This is an optimization exercise on Yosys and OpenROAD, whose aim is small area and a short achievable clock period, not a production implementation. The RTL was checked by simulation tests, not by an equivalence proof against the original design. The clock port is modelled as an ideal driver; clocking choices that lean on that would not hold on a real chip.

==> run P <==
==> flow/design.v <==
module read_data_sink #(
    parameter int DATA_W     = 128,
    parameter int ID_W       = 4,
    parameter int BURST_LEN  = 100,
    parameter int NUM_BURSTS = 5,
    parameter int EXP_ID     = 0,
    parameter int FIFO_DEPTH = 16
) (
    input  logic                            clk,
    input  logic                            sys_rst_n,
    input  logic                            init_done,
    input  logic [DATA_W-1:0]               AXI_RDATA,
    input  logic [ID_W-1:0]                 AXI_RID,
    input  logic                            AXI_RLAST,
    input  logic [1:0]                      AXI_RRESP,
    input  logic                            AXI_RVALID,
    output logic                            AXI_RREADY,
    output logic [DATA_W-1:0]               m_data,
    output logic                            m_last,
    output logic                            m_valid,
    input  logic                            m_ready,
    output logic [$clog2(NUM_BURSTS+1)-1:0] burst_cnt,
    output logic [$clog2(BURST_LEN)-1:0]    beat_cnt,
    output logic                            err_last,
    output logic                            err_resp,
    output logic                            err_id,
    output logic                            rd_done
);
    localparam int BURST_W = $clog2(NUM_BURSTS+1);
    localparam int BEAT_W  = $clog2(BURST_LEN);
    localparam int CNT_W   = $clog2(FIFO_DEPTH) + 1;
    localparam int RAM_N   = FIFO_DEPTH - 1;
    localparam logic [1:0] IDLE_ST  = 2'b00;
    localparam logic [1:0] RUN_ST   = 2'b01;
    localparam logic [1:0] DRAIN_ST = 2'b10;
    localparam logic [1:0] DONE_ST  = 2'b11;
    localparam logic [BEAT_W-1:0]  BEAT_LAST   = BEAT_W'(BURST_LEN - 1);
    localparam logic [BURST_W-1:0] BURST_FINAL = BURST_W'(NUM_BURSTS - 1);
    localparam logic [BURST_W-1:0] BURST_MAX   = BURST_W'(NUM_BURSTS);
    localparam logic [CNT_W-1:0]   CNT_FULL    = CNT_W'(FIFO_DEPTH);
    localparam logic [ID_W-1:0]    EXP_ID_V    = ID_W'(EXP_ID);
    localparam logic [1:0]         RESP_OKAY   = 2'b00;
    logic [1:0]          state_r, state_nxt_s;
    logic [CNT_W-1:0]    cnt_r, cnt_nxt_s;
    logic [BEAT_W-1:0]   beat_cnt_r;
    logic [BURST_W-1:0]  burst_cnt_r;
    logic                err_last_r, err_resp_r, err_id_r;
    logic                rd_done_r;
    logic                rready_r;
    logic                valid_r;
    logic                last_r;
    logic                head_in_r;       
    logic [RAM_N-1:0]    wr_oh_r;         
    logic [RAM_N-1:0]    rd_oh_r;         
    logic [DATA_W-1:0]   head_r;
    logic [DATA_W-1:0]   ram_r [RAM_N];
    logic [DATA_W-1:0]   head_d_s;
    logic srst_s, acc_s, pop_s, last_flag_s, final_beat_s;
    logic ram_push_s, ram_pop_s;
    logic eq0_s, eq1_s, c0_s, c1_s;
    assign srst_s       = !init_done;
    assign acc_s        = AXI_RVALID && rready_r;
    assign pop_s        = m_ready && !c0_s;
    assign last_flag_s  = (beat_cnt_r == BEAT_LAST);
    assign final_beat_s = acc_s && last_flag_s && (burst_cnt_r == BURST_FINAL);
    assign c0_s         = (cnt_r == '0);    
    assign c1_s         = (cnt_r == CNT_W'(1));
    logic st_idle_s, st_run_s, st_drain_s, st_done_s;
    logic fb_arm_s;       
    logic full_s, c15_s, c2_s;
    logic up_s, dn_s;
    logic [CNT_W-1:0] cnt_inc_s, cnt_dec_s;
    assign st_idle_s  = (state_r == IDLE_ST);
    assign st_run_s   = (state_r == RUN_ST);
    assign st_drain_s = (state_r == DRAIN_ST);
    assign st_done_s  = (state_r == DONE_ST);
    assign fb_arm_s   = last_flag_s && (burst_cnt_r == BURST_FINAL);
    assign full_s     = cnt_r[CNT_W-1];
    assign c15_s      = (cnt_r == CNT_W'(FIFO_DEPTH - 1));
    assign c2_s       = (cnt_r == CNT_W'(2));
    assign up_s       = acc_s && !pop_s;
    assign dn_s       = pop_s && !acc_s;
    assign cnt_inc_s  = cnt_r + CNT_W'(1);
    assign cnt_dec_s  = cnt_r - CNT_W'(1);
    always_comb begin
        state_nxt_s = state_r;
        if (srst_s) begin
            state_nxt_s = IDLE_ST;
        end else begin
            case (state_r)
                IDLE_ST:  state_nxt_s = RUN_ST;
                RUN_ST:   state_nxt_s = final_beat_s ? DRAIN_ST : RUN_ST;
                DRAIN_ST: state_nxt_s = c0_s ? DONE_ST : DRAIN_ST;
                DONE_ST:  state_nxt_s = DONE_ST;
                default:  state_nxt_s = IDLE_ST;
            endcase
        end
    end
    always_comb begin
        if (srst_s)
            cnt_nxt_s = '0;
        else if (up_s)
            cnt_nxt_s = cnt_inc_s;
        else if (dn_s)
            cnt_nxt_s = cnt_dec_s;
        else
            cnt_nxt_s = cnt_r;
    end
    assign eq0_s = ({2'b00, cnt_r} == beat_cnt_r + BEAT_W'(1));
    assign eq1_s = ({2'b00, cnt_r} == beat_cnt_r + BEAT_W'(2));
    logic run_nxt_s, full_nxt_s, valid_nxt_s, head_in_nxt_s;
    assign run_nxt_s     = st_idle_s || (st_run_s && !(acc_s && fb_arm_s));
    assign full_nxt_s    = (full_s && !pop_s) || (c15_s && up_s);
    assign valid_nxt_s   = acc_s || (!c0_s && !(pop_s && c1_s));
    assign head_in_nxt_s = c0_s || (c1_s && !up_s) || (c2_s && dn_s);
    always_ff @(posedge clk or negedge sys_rst_n) begin
        if (!sys_rst_n) begin
            state_r   <= IDLE_ST;
            rd_done_r <= 1'b0;
            cnt_r     <= '0;
            rready_r  <= 1'b0;
            valid_r   <= 1'b0;
            head_in_r <= 1'b1;
            last_r    <= 1'b0;
        end else begin
            state_r   <= state_nxt_s;
            cnt_r     <= cnt_nxt_s;
            rd_done_r <= !srst_s && (st_done_s || (st_drain_s && c0_s));
            rready_r  <= !srst_s && run_nxt_s && !full_nxt_s;
            valid_r   <= !srst_s && valid_nxt_s;
            head_in_r <= srst_s || head_in_nxt_s;
            if (pop_s)
                last_r <= eq1_s || (acc_s && last_flag_s && c1_s);
            else
                last_r <= eq0_s || (acc_s && last_flag_s && c0_s);
        end
    end
    assign ram_push_s = acc_s && !(c0_s || (c1_s && pop_s));
    assign ram_pop_s  = pop_s && !head_in_r;
    always_ff @(posedge clk or negedge sys_rst_n) begin
        if (!sys_rst_n) begin
            wr_oh_r <= RAM_N'(1);
            rd_oh_r <= RAM_N'(1);
        end else if (srst_s) begin
            wr_oh_r <= RAM_N'(1);
            rd_oh_r <= RAM_N'(1);
        end else begin
            if (full_nxt_s)
                wr_oh_r <= '0;
            else if (full_s)
                wr_oh_r <= rd_oh_r;
            else if (ram_push_s)
                wr_oh_r <= {wr_oh_r[RAM_N-2:0], wr_oh_r[RAM_N-1]};
            if (ram_pop_s)
                rd_oh_r <= {rd_oh_r[RAM_N-2:0], rd_oh_r[RAM_N-1]};
        end
    end
    for (genvar k = 0; k < RAM_N; k++) begin : g_ram
        always_ff @(posedge clk) begin
            if (wr_oh_r[k])
                ram_r[k] <= AXI_RDATA;
        end
    end
    logic              hold_s, ld_in_s, ld_ram_s;
    logic [DATA_W-1:0] ram_rd_s;
    assign hold_s   = !c0_s && !m_ready;
    assign ld_in_s  = head_in_r && !hold_s;
    assign ld_ram_s = !head_in_r && m_ready;
    always_comb begin
        ram_rd_s = '0;
        for (int k = 0; k < RAM_N; k++)
            ram_rd_s = ram_rd_s | (ram_r[k] & {DATA_W{rd_oh_r[k]}});
    end
    assign head_d_s = (head_r & {DATA_W{hold_s}}) | (AXI_RDATA & {DATA_W{ld_in_s}}) |
                      (ram_rd_s & {DATA_W{ld_ram_s}});
    always_ff @(posedge clk) begin
        head_r <= head_d_s;
    end
    always_ff @(posedge clk or negedge sys_rst_n) begin
        if (!sys_rst_n) begin
            beat_cnt_r  <= {BEAT_W{1'b0}};
            burst_cnt_r <= {BURST_W{1'b0}};
        end else if (srst_s) begin
            beat_cnt_r  <= {BEAT_W{1'b0}};
            burst_cnt_r <= {BURST_W{1'b0}};
        end else if (acc_s) begin
            if (last_flag_s) begin
                beat_cnt_r <= {BEAT_W{1'b0}};
                if (burst_cnt_r < BURST_MAX) begin
                    burst_cnt_r <= burst_cnt_r + BURST_W'(1);
                end
            end else begin
                beat_cnt_r <= beat_cnt_r + BEAT_W'(1);
            end
        end
    end
    always_ff @(posedge clk or negedge sys_rst_n) begin
        if (!sys_rst_n) begin
            err_last_r <= 1'b0;
            err_resp_r <= 1'b0;
            err_id_r   <= 1'b0;
        end else if (srst_s) begin
            err_last_r <= 1'b0;
            err_resp_r <= 1'b0;
            err_id_r   <= 1'b0;
        end else if (acc_s) begin
            if (AXI_RLAST != last_flag_s) begin
                err_last_r <= 1'b1;
            end
            if (AXI_RRESP != RESP_OKAY) begin
                err_resp_r <= 1'b1;
            end
            if (AXI_RID != EXP_ID_V) begin
                err_id_r <= 1'b1;
            end
        end
    end
    assign AXI_RREADY = rready_r;
    assign m_valid    = valid_r;
    assign m_data     = head_r;
    assign m_last     = last_r;
    assign burst_cnt  = burst_cnt_r;
    assign beat_cnt   = beat_cnt_r;
    assign err_last   = err_last_r;
    assign err_resp   = err_resp_r;
    assign err_id     = err_id_r;
    assign rd_done    = rd_done_r;
endmodule
==> flow/flow/run.sh <==
#!/bin/bash
# Standard ORFS layout (the standard.sh, unchanged synthesis) with three changes:
#  - port buffers are buf_2 instead of the default delay-buffer choice,
#  - CTS without dummy loads, with sink clusters of up to 30 flops within 80 um.
# The make/ORFS output goes to flow_make.log in the work folder; ORFS keeps its
# per-step logs under orfs/logs/.
set -euo pipefail
bash standard.sh finish \
  "BUFFER_PORTS_ARGS=-buffer_cell sky130_fd_sc_hd__buf_2" \
  "CTS_ARGS=-sink_clustering_enable -repair_clock_nets -dont_use_dummy_load -sink_clustering_size 30 -sink_clustering_max_diameter 80" \
  > flow_make.log 2>&1
==> flow/standard.sh <==
#!/bin/bash
# synth_recipe.tcl (not shown) runs the flow's synth.tcl, then flattens the netlist and writes it again
# the make line also repeats each setting of config.mk as NAME=value (left out here)
make -C /OpenROAD-flow-scripts/flow DESIGN_CONFIG=/design/flow/config.mk WORK_HOME=/design/flow/orfs CLKGATE_MAP_FILE= SYNTH_SCRIPT=/design/flow/synth_recipe.tcl "${@:-finish}"
==> flow/config.mk <==
export PLATFORM = sky130hd
export DESIGN_NAME = read_data_sink
export DESIGN_NICKNAME = read_data_sink
export VERILOG_FILES = /design/flow/design.v
export SDC_FILE = /design/flow/constraint.sdc
export NUM_CORES = 4
export LEC_CHECK = 0
export CAP_MARGIN = 20
export CORE_MARGIN = 2
export CORE_UTILIZATION = 70
export CTS_CLUSTER_DIAMETER = 80
export CTS_CLUSTER_SIZE = 30
export SETUP_SLACK_MARGIN = 2.5
export SLEW_MARGIN = 20
==> flow/constraint.sdc <==
create_clock -name core_clock -period 4.5 [get_ports {clk}]
set_input_delay 0.9000 -clock core_clock [delete_from_list [all_inputs] [get_ports {clk}]]
set_output_delay 0.9000 -clock core_clock [all_outputs]
set_load 0.01 [all_outputs]
==> run A (differences from run P) <==
--- a/flow/design.v
+++ b/flow/design.v
@@ -60,10 +60,10 @@
     logic eq0_s, eq1_s, c0_s, c1_s;
     assign srst_s       = !init_done;
     assign acc_s        = AXI_RVALID && rready_r;
-    assign pop_s        = m_ready && !c0_s;
+    assign pop_s        = m_ready && valid_r;
     assign last_flag_s  = (beat_cnt_r == BEAT_LAST);
     assign final_beat_s = acc_s && last_flag_s && (burst_cnt_r == BURST_FINAL);
-    assign c0_s         = (cnt_r == '0);    
+    assign c0_s         = !valid_r;
     assign c1_s         = (cnt_r == CNT_W'(1));
     logic st_idle_s, st_run_s, st_drain_s, st_done_s;
     logic fb_arm_s;       
@@ -111,7 +111,7 @@
     logic run_nxt_s, full_nxt_s, valid_nxt_s, head_in_nxt_s;
     assign run_nxt_s     = st_idle_s || (st_run_s && !(acc_s && fb_arm_s));
     assign full_nxt_s    = (full_s && !pop_s) || (c15_s && up_s);
-    assign valid_nxt_s   = acc_s || (!c0_s && !(pop_s && c1_s));
+    assign valid_nxt_s   = acc_s || (valid_r && !(pop_s && c1_s));
     assign head_in_nxt_s = c0_s || (c1_s && !up_s) || (c2_s && dn_s);
     always_ff @(posedge clk or negedge sys_rst_n) begin
         if (!sys_rst_n) begin
@@ -145,11 +145,7 @@
             wr_oh_r <= RAM_N'(1);
             rd_oh_r <= RAM_N'(1);
         end else begin
-            if (full_nxt_s)
-                wr_oh_r <= '0;
-            else if (full_s)
-                wr_oh_r <= rd_oh_r;
-            else if (ram_push_s)
+            if (ram_push_s)
                 wr_oh_r <= {wr_oh_r[RAM_N-2:0], wr_oh_r[RAM_N-1]};
             if (ram_pop_s)
                 rd_oh_r <= {rd_oh_r[RAM_N-2:0], rd_oh_r[RAM_N-1]};
@@ -157,22 +153,20 @@
     end
     for (genvar k = 0; k < RAM_N; k++) begin : g_ram
         always_ff @(posedge clk) begin
-            if (wr_oh_r[k])
+            if (wr_oh_r[k] && !cnt_r[CNT_W-1])
                 ram_r[k] <= AXI_RDATA;
         end
     end
-    logic              hold_s, ld_in_s, ld_ram_s;
-    logic [DATA_W-1:0] ram_rd_s;
-    assign hold_s   = !c0_s && !m_ready;
+    logic              hold_s, ld_in_s;
+    logic [RAM_N-1:0]  ld_ram_s;
+    assign hold_s   = valid_r && !m_ready;
     assign ld_in_s  = head_in_r && !hold_s;
-    assign ld_ram_s = !head_in_r && m_ready;
+    assign ld_ram_s = rd_oh_r & {RAM_N{!head_in_r && m_ready}};
     always_comb begin
-        ram_rd_s = '0;
+        head_d_s = (head_r & {DATA_W{hold_s}}) | (AXI_RDATA & {DATA_W{ld_in_s}});
         for (int k = 0; k < RAM_N; k++)
-            ram_rd_s = ram_rd_s | (ram_r[k] & {DATA_W{rd_oh_r[k]}});
-    end
-    assign head_d_s = (head_r & {DATA_W{hold_s}}) | (AXI_RDATA & {DATA_W{ld_in_s}}) |
-                      (ram_rd_s & {DATA_W{ld_ram_s}});
+            head_d_s = head_d_s | (ram_r[k] & {DATA_W{ld_ram_s[k]}});
+    end
     always_ff @(posedge clk) begin
         head_r <= head_d_s;
     end
Settings changed: SETUP_SLACK_MARGIN 2.5 to 2.3.
==> comparison table <==
item                                                                                      run P                    run A
Arrival time worst endpoint                                                             2.84 ns                  1.39 ns
Mean instance size in the synthesized netlist                                        17.5 sq um               17.7 sq um
Share of the synthesized netlist area taken by xor and xnor gates                        0.186%                   0.184%
Biggest fanout along the worst timing path                                                    5                        3
Fraction of layout instances using a drive strength above 1                               24.8%                    14.9%
Count of multi-input gates                                                                 1889                     1877
Site Rows                                                                                   120                      121
Number of buffer and inverter stages on the critical path                                     5                        2
Kind of end point of the critical path                                                     flop               output pin
Post-synthesis share of cell area spent on and, or, nand and nor gates                    4.82%                    4.17%
Global routing met1 resource utilization                                                  58.6%                    54.2%
Status                                                                  complete, no violations  complete, no violations
Endpoint of the most critical setup path                                             head_r[61]                  m_valid
Final worst-path setup slack                                                            2.29 ns                  2.21 ns
RR Startpoint                                                                          cnt_r[1]               rd_oh_r[8]

-- static timing again, ports no longer ideal --
The flow's constraints put no driver on any port. The routed layouts listed below were extracted and timed again, unchanged, in two steps. Step 1 (the two cells are an assumption about what drives the block):
set clk [get_ports {clk}]
set_driving_cell -lib_cell sky130_fd_sc_hd__clkbuf_16 $clk
set_driving_cell -lib_cell sky130_fd_sc_hd__buf_2 [delete_from_list [all_inputs] $clk]
Step 2 moves the port delays by t, midway between the first and last clock arrival at a register: inputs arrive t later, outputs are due t later. That takes back most of the time a late clock gives input paths. Three values: ideal ports, drivers, drivers and shift; two values: the first two.
run | t, ns | setup slack, ns | clock arrival spread, ns
run P | 0.767 | 2.288 / 2.246 / 1.761 | 0.060 / 0.060
run A | 0.782 | 2.206 / 2.124 / 1.543 | 0.060 / 0.060
After both steps every run listed still meets setup and hold. The setup slack of run A, which loses most, moves by -0.082 ns with the drivers and by -0.663 ns with both steps.
